This design comes from an exercise in tuning for small area, a short achievable clock period and few clock cycles per item on the open sky130 flow, not from production work.
Function was checked by simulation only, so behaviour that the tests miss may differ from the original.
No activity file was given, so power comes from the tool's default toggle rates.

--- flow/design.v ---
module instr_fetch_dec3 (
  input  logic [2:0] a,
  output logic [7:0] n
);
  always_comb begin
    for (int k = 0; k < 8; k++) begin
      n[k] = (a != 3'(k));
    end
  end
endmodule
module instr_fetch_nand3 (
  input  logic a, b, c,
  output logic y
);
  assign y = ~(a & b & c);
endmodule
module instr_fetch_sel (
  input  logic t,
  input  logic nlt, nht,    
  input  logic nln, nhn,    
  output logic s
);
  assign s = (t & ~nlt & ~nht) | (~t & ~nln & ~nhn);
endmodule
module instr_fetch_incdec (
  input  logic [5:0] a,
  output logic [7:0] nl,
  output logic [7:0] nh
);
  logic [5:0] a1;
  assign a1 = a + 6'd1;
  instr_fetch_dec3 u_l (.a(a1[2:0]), .n(nl));
  instr_fetch_dec3 u_h (.a(a1[5:3]), .n(nh));
endmodule
module instr_fetch_sumterm0 (
  input  logic       a, b,
  output logic [1:0] t         
);
  assign t[0] = a ^ b;
  assign t[1] = ~(a ^ b);
endmodule
module instr_fetch_sumterm (
  input  logic       a1, b1,   
  input  logic       a0, b0,   
  output logic [3:0] t         
);
  logic x, g, p;
  assign x = a1 ^ b1;
  assign g = a0 & b0;
  assign p = a0 | b0;
  assign t[0] = ~(x ^ p);
  assign t[1] = ~(x ^ g);
  assign t[2] =  (x ^ p);
  assign t[3] =  (x ^ g);
endmodule
module instr_fetch_sumdec (
  input  logic [5:0]  a,
  input  logic [5:0]  b,
  output logic [7:0]  nl,
  output logic [15:0] nh
);
  logic [1:0]  t0;
  logic [3:0]  t [1:5];
  instr_fetch_sumterm0 u_t0 (.a(a[0]), .b(b[0]), .t(t0));
  for (genvar j = 1; j < 6; j++) begin : g_t
    instr_fetch_sumterm u (.a1(a[j]), .b1(b[j]), .a0(a[j-1]), .b0(b[j-1]), .t(t[j]));
  end
  for (genvar k = 0; k < 8; k++) begin : g_l
    instr_fetch_nand3 u (.a(t0[k%2]), .b(t[1][(k/2)%2*2 + k%2]), .c(t[2][(k/4)%2*2 + (k/2)%2]),
                         .y(nl[k]));
  end
  for (genvar m = 0; m < 16; m++) begin : g_h
    instr_fetch_nand3 u (.a(t[3][(m/2)%2*2 + m%2]), .b(t[4][(m/4)%2*2 + (m/2)%2]),
                         .c(t[5][(m/8)%2*2 + (m/4)%2]), .y(nh[m]));
  end
endmodule
module instr_fetch_or8 (
  input  logic [7:0] s,
  input  logic [7:0] w,
  output logic       y
);
  assign y = ~(~((s[0] & w[0]) | (s[1] & w[1])) & ~((s[2] & w[2]) | (s[3] & w[3])) &
               ~((s[4] & w[4]) | (s[5] & w[5])) & ~((s[6] & w[6]) | (s[7] & w[7])));
endmodule
module instr_fetch_nor4 (
  input  logic a, b, c, d,
  output logic y
);
  assign y = ~(a | b | c | d);
endmodule
module instr_fetch_nand2 (
  input  logic a, b,
  output logic y
);
  assign y = ~(a & b);
endmodule
module instr_fetch_rdport #(
  parameter int W = 32
) (
  input  logic [63:0]     s,
  input  logic [64*W-1:0] words,
  output logic [W-1:0]    q
);
  for (genvar b = 0; b < W; b++) begin : g_bit
    logic [7:0] l2;
    logic [1:0] l3;
    for (genvar i = 0; i < 8; i++) begin : g_l2
      logic [7:0] w;
      for (genvar k = 0; k < 8; k++) begin : g_w
        assign w[k] = words[(8*i+k)*W + b];
      end
      instr_fetch_or8 u (.s(s[8*i +: 8]), .w(w), .y(l2[i]));
    end
    instr_fetch_nor4 u0 (.a(l2[0]), .b(l2[1]), .c(l2[2]), .d(l2[3]), .y(l3[0]));
    instr_fetch_nor4 u1 (.a(l2[4]), .b(l2[5]), .c(l2[6]), .d(l2[7]), .y(l3[1]));
    instr_fetch_nand2 uq (.a(l3[0]), .b(l3[1]), .y(q[b]));
  end
endmodule
module instr_fetch #(
  parameter int          IMEM_DEPTH = 64,
  parameter logic [31:0] HALT_WORD  = 32'hFFFF_FFFF
) (
  input  logic          clk,
  input  logic          reset,
  input  logic          load_en,
  input  logic [$clog2(IMEM_DEPTH)-1:0] load_addr,
  input  logic [31:0]   load_data,
  input  logic          start,
  input  logic          instr_ready,
  input  logic          PCSrc,
  output logic          instr_valid,
  output logic [31:0]   Instr,
  output logic [31:0]   pc,
  output logic          halted,
  output logic          pc_err
);
  localparam int AW = 6;             
  localparam int HW = 16 - AW + 1;   
  logic                  r_run;      
  logic                  r_fetch;    
  logic                  r_halt;
  logic                  r_pc_err;
  logic [31:0]           r_instr;
  logic [AW-1:0]         r_pcw;      
  logic [HW-1:0]         r_pchi;     
  logic [31:0]           r_imem [IMEM_DEPTH];
  logic [IMEM_DEPTH*32-1:0] w_words;
  logic                  w_is_halt;
  logic [AW-1:0]         w_imm;
  logic [AW:0]           w_nt;       
  logic [AW:0]           w_tl;       
  logic [HW-1:0]         w_thi;      
  logic                  w_oor_t;
  logic                  w_tk;
  logic                  w_oor;
  logic                  w_rd_t;     
  logic [AW-1:0]         w_ntbase;
  logic [31:0]           w_rd;
  assign w_is_halt = (r_instr == HALT_WORD);
  assign w_imm     = r_instr[AW-1:0];
  assign w_nt    = {1'b0, r_pcw} + 1'b1;
  assign w_tl    = {1'b0, r_pcw} + {1'b0, w_imm} + 1'b1;
  assign w_thi   = {r_instr[15], r_instr[15:AW]} + {{(HW-1){1'b0}}, w_tl[AW]};
  assign w_oor_t = ~(((r_instr[15:AW] == '0) && !w_tl[AW]) ||
                     ((r_instr[15:AW] == '1) &&  w_tl[AW]));
  assign w_tk    = PCSrc || w_is_halt;
  assign w_oor   = w_tk ? w_oor_t : w_nt[AW];
  assign w_rd_t  = r_run && PCSrc;
  always_comb begin
    for (int i = 0; i < IMEM_DEPTH; i++) begin
      w_words[i*32 +: 32] = r_imem[i];
    end
  end
  assign w_ntbase = r_run ? r_pcw : '1;
  logic [7:0]            w_nln, w_nhn;
  logic [7:0]            w_nlt;
  logic [15:0]           w_nht;
  logic [IMEM_DEPTH-1:0] w_sel;
  instr_fetch_incdec u_ntdec (.a(w_ntbase), .nl(w_nln), .nh(w_nhn));
  instr_fetch_sumdec u_tdec  (.a(r_pcw), .b(w_imm), .nl(w_nlt), .nh(w_nht));
  for (genvar i = 0; i < IMEM_DEPTH; i++) begin : g_sel
    instr_fetch_sel u (.t(w_rd_t), .nlt(w_nlt[i%8]), .nht(w_nht[i/4]),
                       .nln(w_nln[i%8]), .nhn(w_nhn[i/8]), .s(w_sel[i]));
  end
  instr_fetch_rdport #(.W(32)) u_rd (.s(w_sel), .words(w_words), .q(w_rd));
  always_ff @(posedge clk) begin
    if (load_en && !r_run && !r_fetch) begin
      r_imem[load_addr] <= load_data;
    end
  end
  always_ff @(posedge clk) begin
    if (reset) begin
      r_run   <= 1'b0;
      r_fetch <= 1'b0;
      r_halt  <= 1'b0;
    end else if (r_fetch) begin
      r_run   <= 1'b1;
      r_fetch <= 1'b0;
    end else if (!r_run) begin
      if (start) begin
        r_run   <= !load_en;
        r_fetch <= load_en;
        r_halt  <= 1'b0;
      end
    end else if (instr_ready) begin
      if (w_is_halt || w_oor) begin
        r_run  <= 1'b0;
        r_halt <= 1'b1;
      end
    end
  end
  always_ff @(posedge clk) begin
    if (!r_run || instr_ready) begin
      r_instr <= w_rd;
    end
  end
  always_ff @(posedge clk) begin
    if (!r_run) begin
      if (start || r_fetch) begin
        r_pcw  <= '0;
        r_pchi <= '0;
      end
    end else if (instr_ready) begin
      r_pcw    <= w_tk ? w_tl[AW-1:0] : w_nt[AW-1:0];
      r_pchi   <= w_tk ? w_thi : {{(HW-1){1'b0}}, w_nt[AW]};
      r_pc_err <= w_oor;
    end
  end
  assign instr_valid = r_run;
  assign halted      = r_halt;
  assign Instr       = r_instr;
  assign pc          = {{(32-AW-2-HW){r_pchi[HW-1]}}, r_pchi, r_pcw, 2'b00};
  assign pc_err      = r_pc_err;
endmodule
--- flow/run.sh ---
#!/bin/bash
# synth_recipe.tcl (not shown) runs the flow's synth.tcl, then flattens the netlist and writes it again
# the make line also repeats each setting of config.mk as NAME=value (left out here)
make -C /OpenROAD-flow-scripts/flow DESIGN_CONFIG=/design/flow/config.mk WORK_HOME=/design/flow/orfs CLKGATE_MAP_FILE= SYNTH_SCRIPT=/design/flow/synth_recipe.tcl finish
--- flow/config.mk ---
export PLATFORM = sky130hd
export DESIGN_NAME = instr_fetch
export DESIGN_NICKNAME = instr_fetch
export VERILOG_FILES = /design/flow/design.v
export SDC_FILE = /design/flow/constraint.sdc
export NUM_CORES = 4
export LEC_CHECK = 0
export CAP_MARGIN = 20
export CORE_MARGIN = 2
export CORE_UTILIZATION = 45
export SETUP_SLACK_MARGIN = 2.0
export SLEW_MARGIN = 20
export SYNTH_HIERARCHICAL = 1
export TNS_END_PERCENT = 10
--- flow/constraint.sdc ---
create_clock -name core_clock -period 5.0 [get_ports {clk}]
set_input_delay 1.0000 -clock core_clock [delete_from_list [all_inputs] [get_ports {clk}]]
set_output_delay 1.0000 -clock core_clock [all_outputs]
set_load 0.01 [all_outputs]
==> impl_metrics.toml, run 1 <==
[outcome]
outcome = "timing/DRC/antenna clean"

[clocking]
clock_latency_ps = 860
cts_tree = "built"
clkTransAtPathRegs_ps = 70
clock-sinks = 2101
clk_path_buf_depth = 3
htree_levels = 4
numCtsBuffers = 204
root_buffer = "clkbuf_16"
holdBufCountCts = 0

[layout]
regArea_mm2 = 0.06306
final_common_cell = "edfxtp_1"
fillers = 12687
nets = 4837
drive_above_1_share_pct = 23.92
multiInputGateArea_mm2 = 0.01585
area_growth_pct = 22.85
final_cell_mix = "2098 x edfxtp_1, 970 x a22oi_1, 405 x buf_4"

[place]
hpwl_um = 149200
gp_congestion = 0.9367
io_buffers = 108

[routing]
post_drt_via_cell_ratio = 6.488
wl_met2_um = 111700
wl_um = 251200
drc_errors = 0
routedWlPerCell_um = 35.03
highest_layer = "met5"
dr.pass1.iters = 10
drt_iter0_drc = 7408
vias = 46522
wl_met3_um = 29170
wl_met1_um = 100200
ant_nets = 0

[sta]
slew_viol_final = 0
setup-violations-final = 0
finalWorstPathRequiredPeriod_ps = 3820
grt_setup_unrepaired = "true"
post-route-period-util_pct = 76.41
fmax_ghz = 0.2618
slew_headroom_pct = 22.08
hold_viol_final = 0
tightest_slew_ps = 1169
fin_worst_skew_ps = 40.69
final.setup.tns_ps = 0

[setup_path]
worst_path_most_repeated_cell = "buf_4"
crit_type = "reg2reg"
crit_chain = "inv_2 -> nand2_4 -> and3_4 -> nand3_4 -> xnor2_4 -> buf_6 -> buf_4 -> nand3b_1 -> buf_12 -> o32ai_4 -> buf_4 -> a22oi_1 -> nand4_1 -> nor4_4 -> nand2_1"
end_kind = "flop"
path_max_fanout = 10
critical_path_arrival_ps = 4410
reg2regPathDepth = 15
r2r-end = "r_instr[6]"
required_ps = 5590
cpPeakStageDelay_ps = 640
r2r_slack_ps = 1180
regToRegStartpoint = "r_pcw[0]"
worst_path_max_delay_cell = "nor4_4"
start_kind = "flop"

[synth]
yosysSeqAreaShare_pct = 82.11
synth_top_area_share_pct = 82.04
syn_avg_cell_area_um2 = 19.44
ys_warn_count = 10
synth-seq-cells = 2101
yosys-top-cells-area = "edfxtp_1 82%, a22oi_1 10%, nand4_1 2.2%"
syn_inst = 3950
async_flop_share_pct = 0
synth-edff-count = 2098
synth_top_flop_cell = "edfxtp_1"
ys_types = 45
syn-cell-area_mm2 = 0.07680
yosysTopAreaCell = "edfxtp_1"

[global_route]
grt_first_pass_wirelength_um = 339800
grt_max_degree = 65
antenna_found_initial = 11
grt_pass1_vias = 43122
grtUsageTotal_pct = 27.92
grt-ovfl-total = 0

[hold_path]
min_from = "r_halt"
holdPathStages = 1
hp-class = "reg2reg"
whs_endpoint = "r_halt"

[floorplan]
num_rows = 151
chipWidth_um = 417.1
core_area_mm2 = 0.1695
die_area_mm2 = 0.1740
pin_count = 111
die_h_um = 417.1
initial_utilization_pct = 45.32

[power]
power.total_uw = 46400
irDropWorstVdd_v = 0.0003804
powerDensity_mw_per_mm2 = 491.8
p_leak_uw = 0.02910

[run]
drv_cap = 0
==> flip-flops by register name, indices dropped and copies added, names as in the netlist <==
name      flops
r_fetch       1
r_halt        1
r_imem     2048
r_instr      32
r_pc_err      1
r_pchi       11
r_pcw         6
r_run         1
==> synthesized netlist by cell type, drive strengths merged, types with 2 or more instances <==
cell type and instances:
and3 3, nor4 66, a22oi 1024, nor2b 4, xnor2 35, nand3b 11
buf 18, a21oi 7, mux2i 2, nor3 8, a211oi 4, clkbuf 8
nand2b 75, ha 10, edfxtp 2098, nand4 265, or3 3, o31a 2
and2 3, a21o 2, or4 2, o21ai 7, nand3 37, nor2 93
or3b 8, xor2 15, dfxtp 3, o32ai 64, nor3b 2, inv 10
nand2 53
==> Yosys stat by module, one instance, submodules excluded, excerpt <==
module,cells,copies in the design
instr_fetch_nor4,1,64
instr_fetch_nand2,1,32
instr_fetch_or8,5,256
instr_fetch_sel,2,64
instr_fetch_sumterm,8,5
instr_fetch_dec3,8,2
==> layout make-up <==
type / count / area share, %
Inverter: 10 / 0.04509
Tap cell: 2218 / 2.942
Timing Repair Buffer: 647 / 6.611
Antenna cell: 7 / 0.01857
Clock inverter: 112 / 1.076
Multi-Input combinational cell: 1818 / 16.80
Clock buffer: 257 / 5.667
Sequential cell: 2101 / 66.85
==> critical path, delay by kind of cell, from the launching register on <==
family	cells	cell delay [ps]
and+or+nand+nor	7	1730
buffers and inverters	5	810
AOI/OAI and AO/OA	2	420
DFF	1	420
xor gates and xnor gates	1	150
==> worst max-delay path by stage <==
stage / startpoint / end / slack, ps / cells after the start
3_3_place_gp: PCSrc / r_instr[23] / -310 / 9
3_5_place_dp: PCSrc / r_instr[4] / -130 / 9
4_1_cts: r_pcw[2] / r_instr[4] / 1270 / 13
2_1_floorplan: PCSrc / r_instr[10] / 1230 / 6
5_1_grt: r_pcw[0] / r_instr[3] / 1190 / 15
6_report: r_pcw[0] / r_instr[6] / 1180 / 15
==> what timing repair did <==
item,CTS,global route
gates cloned,8,9
gates resized for setup,139,151
endpoints found under the setup margin,451,491
hold endpoints to repair,0,0
setup buffers,128,86
pin swaps,91,137
==> cell families (layout without fill, tap and decap cells) <==
group	Yosys count	after routing	synth area share, %
DFF	2101	2101	82.11
AOI/OAI and AO/OA	1116	1119	11.62
and+or+nand+nor	633	634	5.217
xor gates and xnor gates	50	50	0.5702
buffers and inverters	36	1026	0.2623
adders and majority gates	11	11	0.1890
muxes	2	2	0.02607
other	1	9	0.004883
==> metal layers <==
layer	vias to the layer above	GRT usage, %
met5	-	0
met4	4	10.93
met3	391	6.488
met2	2799	40.64
met1	24386	40.82
li1	18942	-
==> stage by stage <==
step           utilization (%)  instance area (um^2)  hold slack (ps)  instances  setup slack [ps]
5_1_grt                  55.66                 94330            601.7       7165              1190
4_1_cts                  54.66                 92640            567.0       7068              1273
2_1_floorplan                -                 77050            549.8       3951              1229
3_5_place_dp             49.70                 84230            548.7       6563            -129.9
3_3_place_gp             49.68                 84190            539.2       6561            -309.6
6_report                 55.67                 94340            575.4       7170              1180
==> where the power goes <==
group          internal [uW]  leakage (uW)  switching [uW]
Sequential             19800        0.0190             375
Combinational           4190       0.00704            7290
Clock                   8150       0.00308            6580
Testbench counts, summed over its fixed seeds: cycles 4,607, items 3,967.
==> run 2, diff against run 1 <==
--- a/flow/config.mk
+++ b/flow/config.mk
@@ -10,2 +10,3 @@
 export CORE_UTILIZATION = 45
+export CTS_BUF_LIST = sky130_fd_sc_hd__clkbuf_8
 export SETUP_SLACK_MARGIN = 2.0
==> run 2 against run 1 <==
Die area unchanged. Setup slack improved by 15 ps. Register-to-register slack better by 20 ps. Combinational power down 4%. Power decreased by 3.9%. Global-route usage increased by 0.16 points. Critical path depth unchanged. Sequential share of layout area rose by 0.85 points. Utilization fell by 0.70 points. Sequential cell count unchanged. Wire length is 1.1% lower. Critical path type unchanged. Largest cell class unchanged.
==> impl_metrics.toml, run 2 <==
[outcome]
outcome = "timing/DRC/antenna clean"

[setup_path]
path_max_fanout = 6
r2r-end = "r_instr[31]"
reg2regPathDepth = 15
r2r_slack_ps = 1190
critical_path_arrival_ps = 4560
worstSetupEndpoint = "r_instr[31]"
regToRegStartpoint = "r_pcw[1]"
start_kind = "flop"
crit_start = "r_pcw[1]"
required_ps = 5760
crit_type = "reg2reg"
end_kind = "flop"

[power]
powerDensity_mw_per_mm2 = 478.5
switchingPower_uw = 14050
p_clk_share_pct = 29.9
power.share.combinational_pct = 24.7
irDropWorstVdd_v = 0.0003751
p_int_uw = 30520
switching_share_pct = 31.52
pwr-share-seq_pct = 45.4
power.total_uw = 44580
p_leak_uw = 0.02901

[layout]
final_cell_mix = "2098 x edfxtp_1, 982 x a22oi_1, 368 x buf_4"
largest_reg_flops = 2048
fillers = 12876
stdcell_area_mm2 = 0.09316
utilization_pct = 54.97
max_flop_register = "r_imem"
final_common_cell = "edfxtp_1"
fin_cells = 7330
area_growth_pct = 21.31
largestRegisters = "r_imem x2048, r_instr x32, r_pchi x11"
drive_above_1_share_pct = 24.15
nets = 4931

[synth]
synth-edff-count = 2098
ys_types = 45
async_flop_share_pct = 0
synth_top_flop_cell = "edfxtp_1"
netlist_top_cells_count = "2098 x edfxtp_1, 1024 x a22oi_1, 264 x nand4_1"
syn_avg_cell_area_um2 = 19.44
syn-cell-area_mm2 = 0.07680
yosysSeqAreaShare_pct = 82.11
yosys-top-cells-area = "edfxtp_1 82%, a22oi_1 10%, nand4_1 2.2%"
synth_most_common_cell = "edfxtp_1"
ys_warn_count = 10
synth_top_area_share_pct = 82.04
yosysTopAreaCell = "edfxtp_1"
syn_inst = 3950
synth-seq-cells = 2101

[sta]
setup-violations-final = 0
slew_headroom_pct = 22.32
tightest_slew_ps = 1165
slew_viol_final = 0
whs_ps = 500.0
finalWorstPathRequiredPeriod_ps = 3805
hold_viol_final = 0
fmax_ghz = 0.2628
fin_worst_skew_ps = 78.72
post-route-period-util_pct = 76.11
grt_setup_unrepaired = "true"

[routing]
wl_um = 248500
ant_nets = 0
vias = 46764
routedWlPerCell_um = 33.90
drc_errors = 0
dr.pass1.iters = 6
drt_iter0_drc = 6609
post_drt_via_cell_ratio = 6.380

[global_route]
grt-ovfl-total = 0
grtUsageTotal_pct = 28.08
grt_first_pass_wirelength_um = 342300
grt_pass1_vias = 44248
grt_max_degree = 65
antenna_found_initial = 14

[clocking]
clock-sinks = 2101
clk_path_buf_depth = 4
root_buffer = "clkbuf_8"
clkTransAtPathRegs_ps = 60
clock_latency_ps = 1080
htree_levels = 5
numCtsBuffers = 346
holdBufCountCts = 0
cts_tree = "built"

[hold_path]
holdPathStages = 1
hp-class = "in2reg"
min_from = "load_data[24]"

[place]
gp_congestion = 0.9367
io_buffers = 108
hpwl_um = 149200
place_area_mm2 = 0.08423
dp_cells = 6563

[floorplan]
chipWidth_um = 417.1
die_h_um = 417.1
pin_count = 111
initial_utilization_pct = 45.32
die_area_mm2 = 0.1740
core_area_mm2 = 0.1695
num_rows = 151

[run]
drv_cap = 0
## run 2: cell counts after synthesis
No cell type changed its count.
## run 2: per-stage QoR
stage	setup WS, ps	setup TNS, ps
4_1_cts	1292	0
3_5_place_dp	-129.9	-131.4
5_1_grt	1197	0
6_report	1195	0
2_1_floorplan	1229	0
3_3_place_gp	-309.6	-643.9
## run 2: what timing repair did
action | in CTS | in global routing
setup endpoints to repair | 285 | 345
resized for setup | 167 | 67
pin swaps | 118 | 65
setup buffers | 149 | 25
cloned | 8 | 1
## run 2: worst min-delay path by stage
stage / endpoint / slack (ps)
finish: r_imem[50][24] / 500
global route: r_imem[43][17] / 440
CTS: r_imem[43][17] / 410
detailed placement: r_halt / 550
global placement: r_halt / 540
floorplan: r_halt / 550
## run 2: Yosys stat by module, one instance, submodules excluded, a selection
module	area [um^2]	cells inside
instr_fetch_incdec	77.57	9
instr_fetch_dec3	60.06	8
instr_fetch	64510	2355
instr_fetch_or8	36.28	5
instr_fetch_nand3	5.005	1
instr_fetch_nand2	3.754	1
## run 2: critical path, stage by stage, from the launching register on
cell and delay (ps):
edfxtp_1 380, nand2b_4 160, and3_4 210, nand3_4 100, xnor2_4 170, buf_6 140, or3b_4 170, buf_12 130
buf_12 110, o32ai_4 130, buf_12 190, buf_4 140, a22oi_1 290, nand4_1 510, nor4_2 540, nand2_1 100
## run 2: layout make-up
class,instances,area [um^2],share of cell area (%)
repair buffers,601,5754,6.177
well taps,2218,2775,2.979
multi-input cells,1816,15610,16.76
inverters,10,40.04,0.04298
diodes,7,17.52,0.01880
clock buffers,349,4803,5.156
flip-flops and latches,2101,63060,67.70
clock inverters,228,1095,1.175
## run 2: logic make-up (layout without fill, tap and decap cells)
| family | count (synthesis) | after routing | share of synthesized area, % |
|---|---|---|---|
| AOI/OAI and AO/OA | 1116 | 1117 | 11.62 |
| xor gates and xnor gates | 50 | 50 | 0.5702 |
| adders and majority gates | 11 | 11 | 0.1890 |
| buffers and inverters | 36 | 1188 | 0.2623 |
| DFF | 2101 | 2101 | 82.11 |
| muxes | 2 | 2 | 0.02607 |
| other | 1 | 9 | 0.004883 |
| and+or+nand+nor | 633 | 634 | 5.217 |
## run 2: metal layers
metal | vias up | GRT usage [%] | part of all wire, %
met4 | 8 | 11.39 | 4.0
met3 | 420 | 6.559 | 12
met2 | 2872 | 40.73 | 44
met5 | - | 0 | 0.021
li1 | 19162 | - | -
met1 | 24302 | 40.98 | 40
## run 2: power by group through the flow
stage | Clock, uW | Sequential (uW) | Combinational, uW
after floorplan | 0 | 20400 | 3870
after global placement | 0 | 20700 | 9060
after detailed placement | 0 | 20700 | 9120
after CTS | 13500 | 20200 | 10500
after global routing | 14200 | 20200 | 11100
final | 13300 | 20200 | 11000
==> run 3, diff against run 2 <==
==> flow/flow/run.sh (new file) <==
#!/bin/bash
# Layout flow: the standard flow, with the instruction-memory flip-flops placed
# by hand after the floorplan. Each bit of the 64 words gets a tile of its own (a
# 6x6 grid of tiles with the middle 2x2 left for the control logic), so that the
# AND-OR read tree of a bit stays inside its tile. The port buffers are buf_4
# rather than the standard flow's pick. Everything else is the standard flow.
set -euo pipefail
export BUFFER_PORTS_ARGS="-buffer_cell sky130_fd_sc_hd__buf_4"
bash standard.sh synth floorplan > std_synth_floorplan.log 2>&1
openroad -no_init -exit flow/preplace.tcl > preplace.log 2>&1
bash standard.sh > std_finish.log 2>&1
==> flow/flow/preplace.tcl (new file) <==
# Place the r_imem flip-flops in per-bit tiles and mark them FIRM. Reads and writes
# the floorplan result that the standard flow's placement step reads next.
set odb orfs/results/$::env(FLOW_PLATFORM)/instr_fetch/base/2_floorplan.odb
read_db $odb
set block [ord::get_db_block]
set core  [$block getCoreArea]
set cx0 [$core xMin]
set cy0 [$core yMin]
set cw  [expr {[$core xMax] - $cx0}]
set ch  [expr {[$core yMax] - $cy0}]

# Rows by y, and the tap cells in each row.
set rowh 0
foreach row [$block getRows] {
  set y [[$row getBBox] yMin]
  set orient($y) [$row getOrient]
  set rowh [[$row getSite] getHeight]
  set sitew [[$row getSite] getWidth]
  set taps($y) {}
}
set ys [lsort -integer [array names orient]]
foreach inst [$block getInsts] {
  if {[string match "*tapvpwrvgnd*" [[$inst getMaster] getName]]} {
    lassign [$inst getLocation] x y
    lappend taps($y) [list $x [[$inst getMaster] getWidth]]
  }
}

# Memory flip-flops by word and bit.
foreach inst [$block getInsts] {
  if {[regexp {^r_imem\\?\[(\d+)\\?\]\\?\[(\d+)\\?\]} [$inst getName] -> w b]} {
    set ff($w,$b) $inst
  }
}
set ffw [[$ff(0,0) getMaster] getWidth]

# Tile slots: 6x6 grid, the middle 2x2 kept free. Bits 0-5 (the branch offset that
# the next-pc logic reads) next to the middle, then outwards.
set order {
  {1 2} {4 3} {2 4} {3 1} {1 3} {4 2}
  {2 1} {3 4} {1 1} {4 4} {1 4} {4 1}
  {0 2} {5 3} {2 5} {3 0} {0 3} {5 2} {3 5} {2 0}
  {0 1} {5 4} {1 5} {4 0} {0 4} {5 1} {4 5} {1 0}
  {0 0} {5 5} {0 5} {5 0}
}
set slotw [expr {$cw / 6}]
set sloth [expr {$ch / 6}]

# Free spans of a row, right of x0: start of each gap between tap cells that fits two
# flip-flops.
proc pair_starts {y x0 n} {
  global taps ffw cx0 cw sitew
  set edges {}
  foreach t [lsort -integer -index 0 $taps($y)] { lappend edges $t }
  set starts {}
  set prev_end $cx0
  lappend edges [list [expr {$cx0 + $cw}] 0]
  foreach t $edges {
    lassign $t tx tw
    set s [expr {max($prev_end, $x0)}]
    set s [expr {$cx0 + (($s - $cx0 + $sitew - 1) / $sitew) * $sitew}]
    if {$s + 2 * $ffw <= $tx} { lappend starts $s }
    set prev_end [expr {$tx + $tw}]
    if {[llength $starts] >= $n} { break }
  }
  return $starts
}

set placed 0
for {set b 0} {$b < 32} {incr b} {
  lassign [lindex $order $b] sx sy
  set x0 [expr {$cx0 + $sx * $slotw + $sitew * 4}]
  set r0 [expr {($sy * $sloth) / $rowh + 1}]
  for {set k 0} {$k < 24} {incr k} {
    set g   [expr {$k / 3}]
    set sub [expr {$k % 3}]
    if {$sub == 2} { continue }
    set y [lindex $ys [expr {$r0 + $k}]]
    set starts [pair_starts $y $x0 2]
    if {[llength $starts] < 2} { error "no room in row $y for bit $b" }
    set base [expr {8 * $g + 4 * $sub}]
    set xs [list [lindex $starts 0] [expr {[lindex $starts 0] + $ffw}] \
                 [lindex $starts 1] [expr {[lindex $starts 1] + $ffw}]]
    for {set j 0} {$j < 4} {incr j} {
      set inst $ff([expr {$base + $j}],$b)
      $inst setOrient $orient($y)
      $inst setLocation [lindex $xs $j] $y
      $inst setPlacementStatus FIRM
      incr placed
    }
  }
}
puts "placed $placed memory flip-flops"
write_db $odb
==> flow/standard.sh (new file) <==
#!/bin/bash
# synth_recipe.tcl (not shown) runs the flow's synth.tcl, then flattens the netlist and writes it again
# the make line also repeats each setting of config.mk as NAME=value (left out here)
make -C /OpenROAD-flow-scripts/flow DESIGN_CONFIG=/design/flow/config.mk WORK_HOME=/design/flow/orfs CLKGATE_MAP_FILE= SYNTH_SCRIPT=/design/flow/synth_recipe.tcl "${@:-finish}"
--- a/flow/config.mk
+++ b/flow/config.mk
@@ -9,4 +9,4 @@
 export CORE_MARGIN = 2
-export CORE_UTILIZATION = 45
-export CTS_BUF_LIST = sky130_fd_sc_hd__clkbuf_8
+export CORE_UTILIZATION = 40
+export CTS_CLUSTER_SIZE = 25
 export SETUP_SLACK_MARGIN = 2.0
removed: flow/run.sh
==> run 3 against run 2 <==
Critical path type unchanged. Synthesized cell count is the same. Die area is 12% higher. Maximum frequency rose by 8.8%. Utilization shrank 4.2 points. Synthesized area stayed put. Still clean.
==> impl_metrics.toml, run 3 <==
[floorplan]
chipWidth_um = 442.2
num_rows = 160
die_h_um = 442.2
initial_utilization_pct = 40.34
core_area_mm2 = 0.1904
die_area_mm2 = 0.1955
pin_count = 111

[clocking]
htree_levels = 4
clock-sinks = 2101
clock_latency_ps = 920
cts_tree = "built"
numCtsBuffers = 208
clk_path_buf_depth = 3
root_buffer = "clkbuf_16"
clkTransAtPathRegs_ps = 70

[synth]
synth_compound_area_share_pct = 11.62
netlist_top_cells_count = "2098 x edfxtp_1, 1024 x a22oi_1, 264 x nand4_1"
muxShareOfSynthArea_pct = 0.02607
synthAdderAreaFrac_pct = 0.1890
synth_top_flop_cell = "edfxtp_1"
synth_xor_area_share_pct = 0.5702
synth_top_family_by_area = "compound AO/OA/AOI/OAI gates"
synth-seq-cells = 2101
yosys-top-cells-area = "edfxtp_1 82%, a22oi_1 10%, nand4_1 2.2%"
synthSimpleGateAreaFrac_pct = 5.217
yosysTopAreaCell = "edfxtp_1"
ys_warn_count = 10
synth_top_area_share_pct = 82.04
synth_most_common_cell = "edfxtp_1"
syn-cell-area_mm2 = 0.07680
syn_avg_cell_area_um2 = 19.44
async_flop_share_pct = 0
synth-edff-count = 2098
syn_inst = 3950
ys_types = 45
yosysSeqAreaShare_pct = 82.11

[routing]
dr.pass1.iters = 7
wl_um = 468700
post_drt_via_cell_ratio = 7.523
drc_errors = 0
vias = 56321
routedWlPerCell_um = 62.60
drt_iter0_drc = 12035
ant_nets = 0

[setup_path]
r2r_slack_ps = 1500
worst_path_most_repeated_cell = "buf_6"
crit_chain = "inv_2 -> nand2_4 -> ha_4 -> nand3_4 -> xnor2_4 -> buf_6 -> or3b_4 -> buf_12 -> buf_4 -> o32ai_4 -> buf_6 -> clkbuf_16 -> a22oi_2 -> nand4_1 -> nor4_4 -> nand2_1"
path_max_fanout = 7
r2r-end = "r_instr[9]"
required_ps = 5640
end_kind = "flop"
start_kind = "flop"
cpPeakStageDelay_ps = 440
reg2regPathDepth = 16
crit_type = "reg2reg"
crit_start = "r_pcw[0]"
regToRegStartpoint = "r_pcw[0]"
critical_path_arrival_ps = 4130
worst_path_max_delay_cell = "nor4_4"

[layout]
largestRegisters = "r_imem x2048, r_instr x32, r_pchi x11"
area_growth_pct = 25.87
regArea_mm2 = 0.06306
largest_reg_flops = 2048
final_cell_mix = "2098 x edfxtp_1, 866 x a22oi_1, 338 x buf_4"
multiInputGateArea_mm2 = 0.01613
fillers = 14400
max_flop_register = "r_imem"
final_common_cell = "edfxtp_1"
drive_above_1_share_pct = 27.48
nets = 4813

[global_route]
grt_first_pass_wirelength_um = 544000
grt_pass1_vias = 47889
grtUsageTotal_pct = 45.86
antenna_found_initial = 32
grt-ovfl-total = 0
grt_max_degree = 65

[sta]
fin_worst_skew_ps = 53.26
slew_headroom_pct = 15.02
setup-violations-final = 0
finalWorstPathRequiredPeriod_ps = 3499
grt_setup_unrepaired = "true"
tightest_slew_ps = 1275
fmax_ghz = 0.2858
slew_viol_final = 0
final.setup.tns_ps = 0
hold_viol_final = 0
post-route-period-util_pct = 69.97

[power]
irDropWorstVdd_v = 0.0003012
p_leak_uw = 0.02957
p_int_uw = 32110
switching_share_pct = 31.52
powerDensity_mw_per_mm2 = 485.1
pwr-share-seq_pct = 43.6
power.share.combinational_pct = 23.9
power.total_uw = 46890
switchingPower_uw = 14780
p_clk_share_pct = 32.6

[run]
drv_cap = 0

[place]
io_buffers = 108
hpwl_um = 227700
gp_congestion = 0.9659

[outcome]
outcome = "timing/DRC/antenna clean"

[hold_path]
min_from = "reset"
hp-class = "in2reg"
holdPathStages = 2
whs_endpoint = "r_fetch"
==> run 3: cell count changes in the layout (fill, tap and decap cells not counted), sizes merged <==
cell,change
inv,-94
buf,+84
clkbuf,-84
clkdlybuf4s50,-74
diode,+39
clkinv,-14
bufinv,+7
and2,+2
bufbuf,+1
clkinvlp,-1
dlygate4sd2,-1
o32ai,-1
==> run 3: per-module statistics from Yosys, one instance, submodules excluded, a selection <==
| module | copies in the design | flops+latches |
|---|---|---|
| instr_fetch_incdec | 1 | 0 |
| instr_fetch | 1 | 2101 |
| instr_fetch_sumterm0 | 1 | 0 |
| instr_fetch_nand2 | 32 | 0 |
| instr_fetch_nand3 | 24 | 0 |
| instr_fetch_sumterm | 5 | 0 |
| instr_fetch_dec3 | 2 | 0 |
==> run 3: how the worst max path moves through the flow <==
stage	endpoint	cells past startpoint
5_1_grt	r_instr[9]	16
4_1_cts	r_pcw[0]	5
6_report	r_instr[9]	16
3_5_place_dp	r_instr[29]	10
2_1_floorplan	r_instr[10]	6
3_3_place_gp	r_instr[29]	10
==> run 3: power groups by stage <==
stage	clock network [uW]	logic, uW	registers (uW)
CTS	15200	9650	20400
floorplan	0	3870	20400
global placement	0	7670	20900
global route	15900	11000	20400
finish	15300	11200	20400
detailed placement	0	7910	20900
==> run 3: metal layers <==
layer	global-route usage, %	wire length (um)	vias up
met5	4.860	697	-
met4	29.76	39820	34
met3	28.83	82110	1884
met2	59.66	180900	7679
met1	55.43	165100	27827
li1	-	-	18897
==> run 3: area by class of cell <==
class	instances	share of cell area, %
diodes	46	0.1191
clock buffers	256	5.593
clock inverters	126	1.178
inverters	10	0.03883
multi-input cells	1817	16.68
flip-flops and latches	2101	65.24
well taps	2511	3.250
repair buffers	620	7.901
==> run 3: what timing repair did <==
action | in CTS | in global routing
hold buffers | 0 | 0
cloned | 29 | 9
setup endpoints to repair | 186 | 579
gates resized for setup | 354 | 184
pin swaps | 82 | 115
buffers inserted | 148 | 38
==> run 3: cells by family (layout without fill, tap and decap cells) <==
logic type	count (synthesis)	in the layout
simple gates	633	636
other cells	1	48
buf+inv	36	1012
xor+xnor	50	50
compound gates	1116	1116
fa+ha+maj	11	11
flops	2101	2101
mux	2	2
==> run 3: worst max-delay path: cells and delay by family (launching register included) <==
family,cells,cell delay [ps]
buffers and inverters,6,840
AND/OR/NAND/NOR,6,1240
XOR/XNOR,1,240
adder cells (fa/ha/maj),1,200
flip-flops,1,400
AO/OA/AOI/OAI,2,270
==> run 3: stage by stage <==
step | worst slack [ps] | instance area, um^2 | hold WS (ps) | util, % | cells
after floorplan | 1229 | 77050 | 549.8 | - | 3951
after global placement | 617.1 | 84510 | 516.1 | 44.39 | 6827
after detailed placement | 598.1 | 84630 | 525.7 | 44.45 | 6835
after CTS | 1834 | 95060 | 317.0 | 49.93 | 7394
after global routing | 1571 | 96580 | 332.5 | 50.73 | 7451
final | 1501 | 96670 | 357.1 | 50.77 | 7487
==> run 4, diff against run 3 <==
--- a/flow/config.mk
+++ b/flow/config.mk
@@ -10,3 +10,3 @@
 export CORE_UTILIZATION = 40
-export CTS_CLUSTER_SIZE = 25
+export CTS_BUF_LIST = sky130_fd_sc_hd__clkbuf_8
 export SETUP_SLACK_MARGIN = 2.0
==> run 4 against run 3 <==
Synthesized area did not move. Sequential cell count stayed put. Synthesized cell count did not move. Critical path depth down 11. Wire length is 0.81% lower. Combinational power decreased by 4%. Non-clock buffer count down 28. Critical path type unchanged. Critical endpoint is now r_imem[62][29].
==> impl_metrics.toml, run 4 <==
[outcome]
outcome = "timing/DRC/antenna clean"

[setup_path]
path_max_fanout = 20
required_ps = 5690
worst_path_max_delay_cell = "buf_4"
cpPeakStageDelay_ps = 920
critical_path_arrival_ps = 4110
crit_type = "reg2reg"
crit_chain = "nand3b_1 -> nor3b_1 -> nand2b_1 -> nor2_4 -> buf_4"
start_kind = "flop"
reg2regPathDepth = 5
end_kind = "flop"

[layout]
nets = 4929
largestRegisters = "r_imem x2048, r_instr x32, r_pchi x11"
area_growth_pct = 24.24
final_cell_mix = "2098 x edfxtp_1, 945 x a22oi_1, 358 x clkbuf_8"
largest_reg_flops = 2048
drive_above_1_share_pct = 26.76
final_common_cell = "edfxtp_1"
max_flop_register = "r_imem"
fillers = 14646
stdcell_area_mm2 = 0.09541

[power]
irDropWorstVdd_v = 0.0003062
power.total_uw = 45590
switchingPower_uw = 14600
p_leak_uw = 0.02974
power.share.combinational_pct = 23.7
powerDensity_mw_per_mm2 = 477.8
p_int_uw = 30990
pwr-share-seq_pct = 44.6
p_clk_share_pct = 31.7
switching_share_pct = 32.03

[synth]
synth_top_flop_cell = "edfxtp_1"
syn_inst = 3950
ys_types = 45
yosysSeqAreaShare_pct = 82.11
yosysTopAreaCell = "edfxtp_1"
synth_most_common_cell = "edfxtp_1"
ys_warn_count = 10
yosys-top-cells-area = "edfxtp_1 82%, a22oi_1 10%, nand4_1 2.2%"
async_flop_share_pct = 0
syn_avg_cell_area_um2 = 19.44
synth_top_area_share_pct = 82.04
synth-edff-count = 2098
syn-cell-area_mm2 = 0.07680
netlist_top_cells_count = "2098 x edfxtp_1, 1024 x a22oi_1, 264 x nand4_1"
synth-seq-cells = 2101

[clocking]
clkTransAtPathRegs_ps = 70
htree_levels = 5
clock-sinks = 2101
cts_tree = "built"
root_buffer = "clkbuf_8"
clock_latency_ps = 1150
clk_path_buf_depth = 4
numCtsBuffers = 353

[floorplan]
initial_utilization_pct = 40.34
core_area_mm2 = 0.1904
chipWidth_um = 442.2
pin_count = 111
num_rows = 160
die_area_mm2 = 0.1955
die_h_um = 442.2

[routing]
vias = 57574
drc_errors = 0
wl_um = 464900
post_drt_via_cell_ratio = 7.462
drt_iter0_drc = 12886
routedWlPerCell_um = 60.25
dr.pass1.iters = 10
ant_nets = 0

[sta]
tightest_slew_ps = 1282
hold_viol_final = 0
slew_viol_final = 0
whs_ps = 141.7
grt_setup_unrepaired = "true"
setup-violations-final = 0
slew_headroom_pct = 14.52
fmax_ghz = 0.2923
fin_worst_skew_ps = 78.23
final.setup.tns_ps = 0
post-route-period-util_pct = 68.42
finalWorstPathRequiredPeriod_ps = 3421

[global_route]
grt_pass1_vias = 48782
antenna_found_initial = 33
grt_first_pass_wirelength_um = 539200
grt-ovfl-total = 0
grt_max_degree = 65
grtUsageTotal_pct = 45.29

[run]
drv_cap = 0

[place]
hpwl_um = 227700
place_area_mm2 = 0.08463
io_buffers = 108
gp_congestion = 0.9659

[hold_path]
hp-class = "in2reg"
holdPathStages = 2
[run 4: cell counts after synthesis]
Identical to the previous run, type by type.
[run 4: cell type report]
type | instances | area [um^2] | area share, %
Clock buffer | 358 | 4927 | 5.164
Tap cell | 2511 | 3142 | 3.293
Inverter | 10 | 40.04 | 0.04197
Timing Repair Buffer | 592 | 6875 | 7.206
Antenna cell | 78 | 195.2 | 0.2046
Sequential cell | 2101 | 63060 | 66.10
Clock inverter | 250 | 1473 | 1.544
Multi-Input combinational cell | 1816 | 15690 | 16.45
[run 4: final timing paths]
kind	to	slack (ps)	from
max	r_imem[62][29]	1580	r_fetch
min	r_fetch	140	reset
max reg2reg	r_imem[62][29]	1580	r_fetch
min reg2reg	r_halt	550	r_halt
[run 4: cells by family (layout without fill, tap and decap cells)]
logic type               after synthesis  in the layout  synth area share [%]
AND/OR/NAND/NOR                      633            635                 5.217
adder cells (fa/ha/maj)               11             11                0.1890
flip-flops                          2101           2101                 82.11
multiplexers                           2              2               0.02607
XOR/XNOR                              50             50                0.5702
buffers and inverters                 36           1210                0.2623
other                                  1             80              0.004883
AO/OA/AOI/OAI                       1116           1116                 11.62
[run 4: through the flow]
step | std cells | worst slack, ps | utilization [%]
2_1_floorplan | 3951 | 1229 | -
3_3_place_gp | 6827 | 617.1 | 44.39
3_5_place_dp | 6835 | 598.1 | 44.45
4_1_cts | 7578 | 1713 | 49.21
5_1_grt | 7659 | 1647 | 50.04
6_report | 7716 | 1579 | 50.11
[run 4: power groups by stage]
stage	combinational (uW)	sequential [uW]	clock, uW
after floorplan	3870	20400	0
after global placement	7670	20900	0
after detailed placement	7910	20900	0
after CTS	9120	20400	14400
after global routing	10600	20300	15200
final	10800	20300	14500
[run 4: worst max-delay path, delay by kind of cell, from the launching register on]
family	cells	cell delay (ps)
flops	1	390
buf+inv	1	920
simple gates	4	1630
[run 4: Yosys stat by module, one instance, submodules excluded, a selection]
module | flops+latches | cells inside | area, um^2
instr_fetch | 2101 | 2355 | 64510
instr_fetch_incdec | 0 | 9 | 77.57
instr_fetch_dec3 | 0 | 8 | 60.06
instr_fetch_sumterm | 0 | 8 | 60.06
instr_fetch_or8 | 0 | 5 | 36.28
instr_fetch_sel | 0 | 2 | 22.52
instr_fetch_nor4 | 0 | 1 | 12.51
instr_fetch_nand3 | 0 | 1 | 5.005
instr_fetch_nand2 | 0 | 1 | 3.754
[run 4: layer usage]
| layer | global-route usage [%] | share of wire, % | vias to the layer above |
|---|---|---|---|
| met3 | 28.82 | 17 | 2056 |
| met1 | 54.80 | 36 | 28156 |
| met2 | 58.66 | 38 | 8105 |
| li1 | - | - | 19229 |
| met4 | 29.39 | 8.9 | 28 |
| met5 | 3.907 | 0.17 | - |
[run 4: repair_timing]
action,CTS,global route
pin swaps,41,63
hold buffers,0,0
gates cloned,16,13
setup endpoints to repair,205,529
buffers inserted,119,47
gates resized for setup,215,183
==> run 5, diff against run 4 <==
--- a/flow/design.v
+++ b/flow/design.v
@@ -84,3 +84,9 @@
 endmodule
-module instr_fetch_nor4 (
+module instr_fetch_nor2 (
+  input  logic a, b,
+  output logic y
+);
+  assign y = ~(a | b);
+endmodule
+module instr_fetch_nand4 (
   input  logic a, b, c, d,
@@ -88,9 +94,3 @@
 );
-  assign y = ~(a | b | c | d);
-endmodule
-module instr_fetch_nand2 (
-  input  logic a, b,
-  output logic y
-);
-  assign y = ~(a & b);
+  assign y = ~(a & b & c & d);
 endmodule
@@ -105,3 +105,3 @@
     logic [7:0] l2;
-    logic [1:0] l3;
+    logic [3:0] l3;
     for (genvar i = 0; i < 8; i++) begin : g_l2
@@ -113,5 +113,6 @@
     end
-    instr_fetch_nor4 u0 (.a(l2[0]), .b(l2[1]), .c(l2[2]), .d(l2[3]), .y(l3[0]));
-    instr_fetch_nor4 u1 (.a(l2[4]), .b(l2[5]), .c(l2[6]), .d(l2[7]), .y(l3[1]));
-    instr_fetch_nand2 uq (.a(l3[0]), .b(l3[1]), .y(q[b]));
+    for (genvar i = 0; i < 4; i++) begin : g_l3
+      instr_fetch_nor2 u (.a(l2[2*i]), .b(l2[2*i+1]), .y(l3[i]));
+    end
+    instr_fetch_nand4 uq (.a(l3[0]), .b(l3[1]), .c(l3[2]), .d(l3[3]), .y(q[b]));
   end
==> run 5 against run 4 <==
Setup slack better by 69 ps. Largest cell class unchanged. Synthesized cell count increased by 1.6%. First-iteration DRC count is 7.3% higher. Register-to-register slack better by 70 ps. Sequential cell count unchanged. Wire length increased by 2.7%.
==> impl_metrics.toml, run 5 <==
[sta]
slew_viol_final = 0
whs_ps = 194.1
setup-violations-final = 0
grt_setup_unrepaired = "true"
fmax_ghz = 0.2983
fin_worst_skew_ps = 87.03
slew_headroom_pct = 13.36
hold_viol_final = 0
post-route-period-util_pct = 67.04
tightest_slew_ps = 1300
finalWorstPathRequiredPeriod_ps = 3352
final.setup.tns_ps = 0

[synth]
yosys-top-cells-area = "edfxtp_1 82%, a22oi_1 10%, nand4_1 2.4%"
muxShareOfSynthArea_pct = 0.02615
synth_top_family_by_area = "compound AO/OA/AOI/OAI gates"
synth_top_flop_cell = "edfxtp_1"
netlist_top_cells_count = "2098 x edfxtp_1, 1024 x a22oi_1, 296 x nand4_1"
ys_types = 45
synthSimpleGateAreaFrac_pct = 4.919
synth_xor_area_share_pct = 0.5720
yosysSeqAreaShare_pct = 82.37
synth_top_area_share_pct = 82.29
synth_compound_area_share_pct = 11.65
synthAdderAreaFrac_pct = 0.1896
syn-cell-area_mm2 = 0.07656
synth-seq-cells = 2101
ys_warn_count = 10
synth_most_common_cell = "edfxtp_1"
synth-edff-count = 2098
yosysTopAreaCell = "edfxtp_1"
syn_avg_cell_area_um2 = 19.07
async_flop_share_pct = 0
syn_inst = 4014

[setup_path]
crit_chain = "nand2b_4 -> and3_4 -> nand3_4 -> xnor2_4 -> or3b_4 -> buf_6 -> buf_6 -> o32ai_4 -> buf_6 -> buf_12 -> a22oi_1 -> nand4_1 -> nor2_1 -> nand4_1"
regToRegStartpoint = "r_pcw[2]"
crit_type = "reg2reg"
required_ps = 5950
cp.depth = 14
path_delay_family = "simple AND/OR/NAND/NOR gates"
cpPeakStageDelay_ps = 480
r2r-end = "r_instr[31]"
reg2regPathDepth = 14
critPathBufInv = 4
start_kind = "flop"
end_kind = "flop"
path_max_fanout = 14
worst_path_max_delay_cell = "edfxtp_1"
r2r_slack_ps = 1650
critical_path_arrival_ps = 4300
worst_path_most_repeated_cell = "buf_6"

[routing]
routedWlPerCell_um = 60.67
vias = 57723
ant_nets = 0
post_drt_via_cell_ratio = 7.335
drt_iter0_drc = 13832
wl_um = 477400
dr.pass1.iters = 9
drc_errors = 0

[layout]
drive_above_1_share_pct = 25.86
fin_cells = 7869
largestRegisters = "r_imem x2048, r_instr x32, r_pchi x11"
largest_reg_flops = 2048
final_common_cell = "edfxtp_1"
max_flop_register = "r_imem"
area_growth_pct = 27.31
nets = 5079
fillers = 14690
stdcell_area_mm2 = 0.09746
final_cell_mix = "2098 x edfxtp_1, 962 x a22oi_1, 361 x clkbuf_8"

[global_route]
grt_pass1_vias = 48971
grtUsageTotal_pct = 47.55
grt_first_pass_wirelength_um = 556500
grt_max_degree = 65
antenna_found_initial = 40
grt-ovfl-total = 0

[floorplan]
die_h_um = 441.5
core_area_mm2 = 0.1902
die_area_mm2 = 0.1949
chipWidth_um = 441.5
num_rows = 160
pin_count = 111
initial_utilization_pct = 40.25

[place]
hpwl_um = 218400
dp_cells = 6887
place_area_mm2 = 0.08471
io_buffers = 108
gp_congestion = 0.8851

[power]
p_int_uw = 31040
switchingPower_uw = 14840
powerDensity_mw_per_mm2 = 470.8
switching_share_pct = 32.35
pwr-share-seq_pct = 44.3
p_leak_uw = 0.03051
p_clk_share_pct = 31.4
power.share.combinational_pct = 24.3
irDropWorstVdd_v = 0.0002873

[hold_path]
holdPathStages = 2
hp-class = "in2reg"
whs_endpoint = "r_fetch"
min_from = "reset"

[clocking]
clkTransAtPathRegs_ps = 60
holdBufCountCts = 0
htree_levels = 5
numCtsBuffers = 356
clock-sinks = 2101
clock_latency_ps = 1140
clk_path_buf_depth = 4
root_buffer = "clkbuf_8"
cts_tree = "built"

[outcome]
outcome = "timing/DRC/antenna clean"

[run]
drv_cap = 0
[run 5: cell types whose count changed after synthesis, sizes merged]
cell | previous run | this run
nor2 | 93 | 221
nand2 | 53 | 21
nand4 | 265 | 297
nor4 | 66 | 2
[run 5: cell families after synthesis]
kind of cell	after synthesis
xor+xnor	50
compound gates	1116
buf+inv	36
flops	2101
mux	2
simple gates	697
fa+ha+maj	11
other cells	1
[run 5: through the flow]
stage | util [%] | setup slack, ps | power (uW)
2_1_floorplan | - | 1332 | 23940
3_3_place_gp | 44.53 | 1076 | 28600
3_5_place_dp | 44.54 | 980.0 | 28730
4_1_cts | 50.39 | 1668 | 44650
5_1_grt | 51.16 | 1649 | 46360
6_report | 51.25 | 1648 | 45880
[run 5: final cells by class]
type                            instances  area, um^2  share of cell area [%]
Antenna cell                           83       207.7                  0.2131
Sequential cell                      2101       63060                   64.71
Clock inverter                        248        1388                   1.424
Clock buffer                          361        4969                   5.098
Multi-Input combinational cell       1878       15360                   15.76
Inverter                               10       37.54                 0.03851
Timing Repair Buffer                  677        9296                   9.539
Tap cell                             2511        3142                   3.224
[run 5: per-layer routing]
layer | vias up | share of wire, % | wire [um] | GRT usage, %
met5 | - | 0.22 | 1064 | 3.128
met4 | 46 | 8.8 | 42000 | 32.50
met3 | 1976 | 18 | 86300 | 31.64
met2 | 7827 | 38 | 181500 | 60.95
met1 | 28322 | 35 | 166600 | 56.61
li1 | 19552 | - | - | -
[run 5: worst max path at each step]
stage                from     endpoint  slack, ps
3_3_place_gp     r_pcw[0]  r_instr[30]       1080
6_report         r_pcw[2]  r_instr[31]       1650
4_1_cts        r_instr[9]     Instr[9]       1670
3_5_place_dp     r_pcw[0]  r_instr[29]        980
5_1_grt        r_instr[5]  r_instr[31]       1650
2_1_floorplan       PCSrc   r_instr[0]       1330
[run 5: timing repair]
action / in CTS / in global routing
pin swaps: 82 / 45
gates resized for setup: 296 / 103
setup buffers: 166 / 65
setup endpoints to repair: 180 / 518
gates cloned: 51 / 8
[run 5: per-module statistics from Yosys (local to each module, per instance), excerpt]
module                times used  flops+latches
instr_fetch                    1           2101
instr_fetch_sumterm0           1              0
instr_fetch_incdec             1              0
instr_fetch_sel               64              0
instr_fetch_or8              256              0
instr_fetch_nand3             24              0
instr_fetch_nand4             32              0
instr_fetch_dec3               2              0
instr_fetch_sumterm            5              0
instr_fetch_nor2             128              0
[run 5: power groups by stage]
stage               combinational, uW  clock, uW  sequential (uW)
global placement                 7770          0            20800
CTS                              9910      14400            20400
finish                          11100      14400            20300
global route                    11000      15100            20300
floorplan                        3500          0            20400
detailed placement               7900          0            20800
[run 5: worst reg2reg max path: cells and delay by family, from the launching register on]
| family | cells | cell delay, ps |
|---|---|---|
| simple gates | 7 | 1320 |
| compound gates | 2 | 500 |
| xor+xnor | 1 | 220 |
| buf+inv | 4 | 660 |
| flops | 1 | 480 |
Testbench counts of run 5, summed over its fixed seeds: cycles 4,607, items 3,967.

==> static timing again, ports no longer ideal <==
No port has a modelled driver above. Below, the same layouts with a new extraction and two added sets of constraints. Step 1 (the two cells are an assumption about what drives the block):
set clk [get_ports {clk}]
set_driving_cell -lib_cell sky130_fd_sc_hd__clkbuf_16 $clk
set_driving_cell -lib_cell sky130_fd_sc_hd__buf_2 [delete_from_list [all_inputs] $clk]
Step 2 adds t to the input delays and takes it off the output delays; t is the mean of the earliest and latest rising clock arrival at the registers after step 1. Input paths then give back, and output paths get back, about the clock's delay inside the block. Three values: ideal ports, drivers, drivers and shift; two values: the first two.
run	shift t [ns]	setup WS [ns]	worst hold slack (ns)
run 1	0.923	1.180 / 1.180 / 0.759	0.575 / 0.575 / 0.575
run 2	1.119	1.195 / 1.195 / 0.447	0.500 / 0.446 / 0.578
run 3	0.974	1.501 / 1.501 / 0.835	0.357 / 0.428 / 0.574
run 4	1.196	1.579 / 1.579 / 0.775	0.142 / 0.209 / 0.551
run 5	1.195	1.648 / 1.607 / 0.827	0.194 / 0.170 / 0.592
After both steps every run listed still meets setup and hold. The setup slack of run 5, which loses most, moves by -0.041 ns with the drivers and by -0.821 ns with both steps.
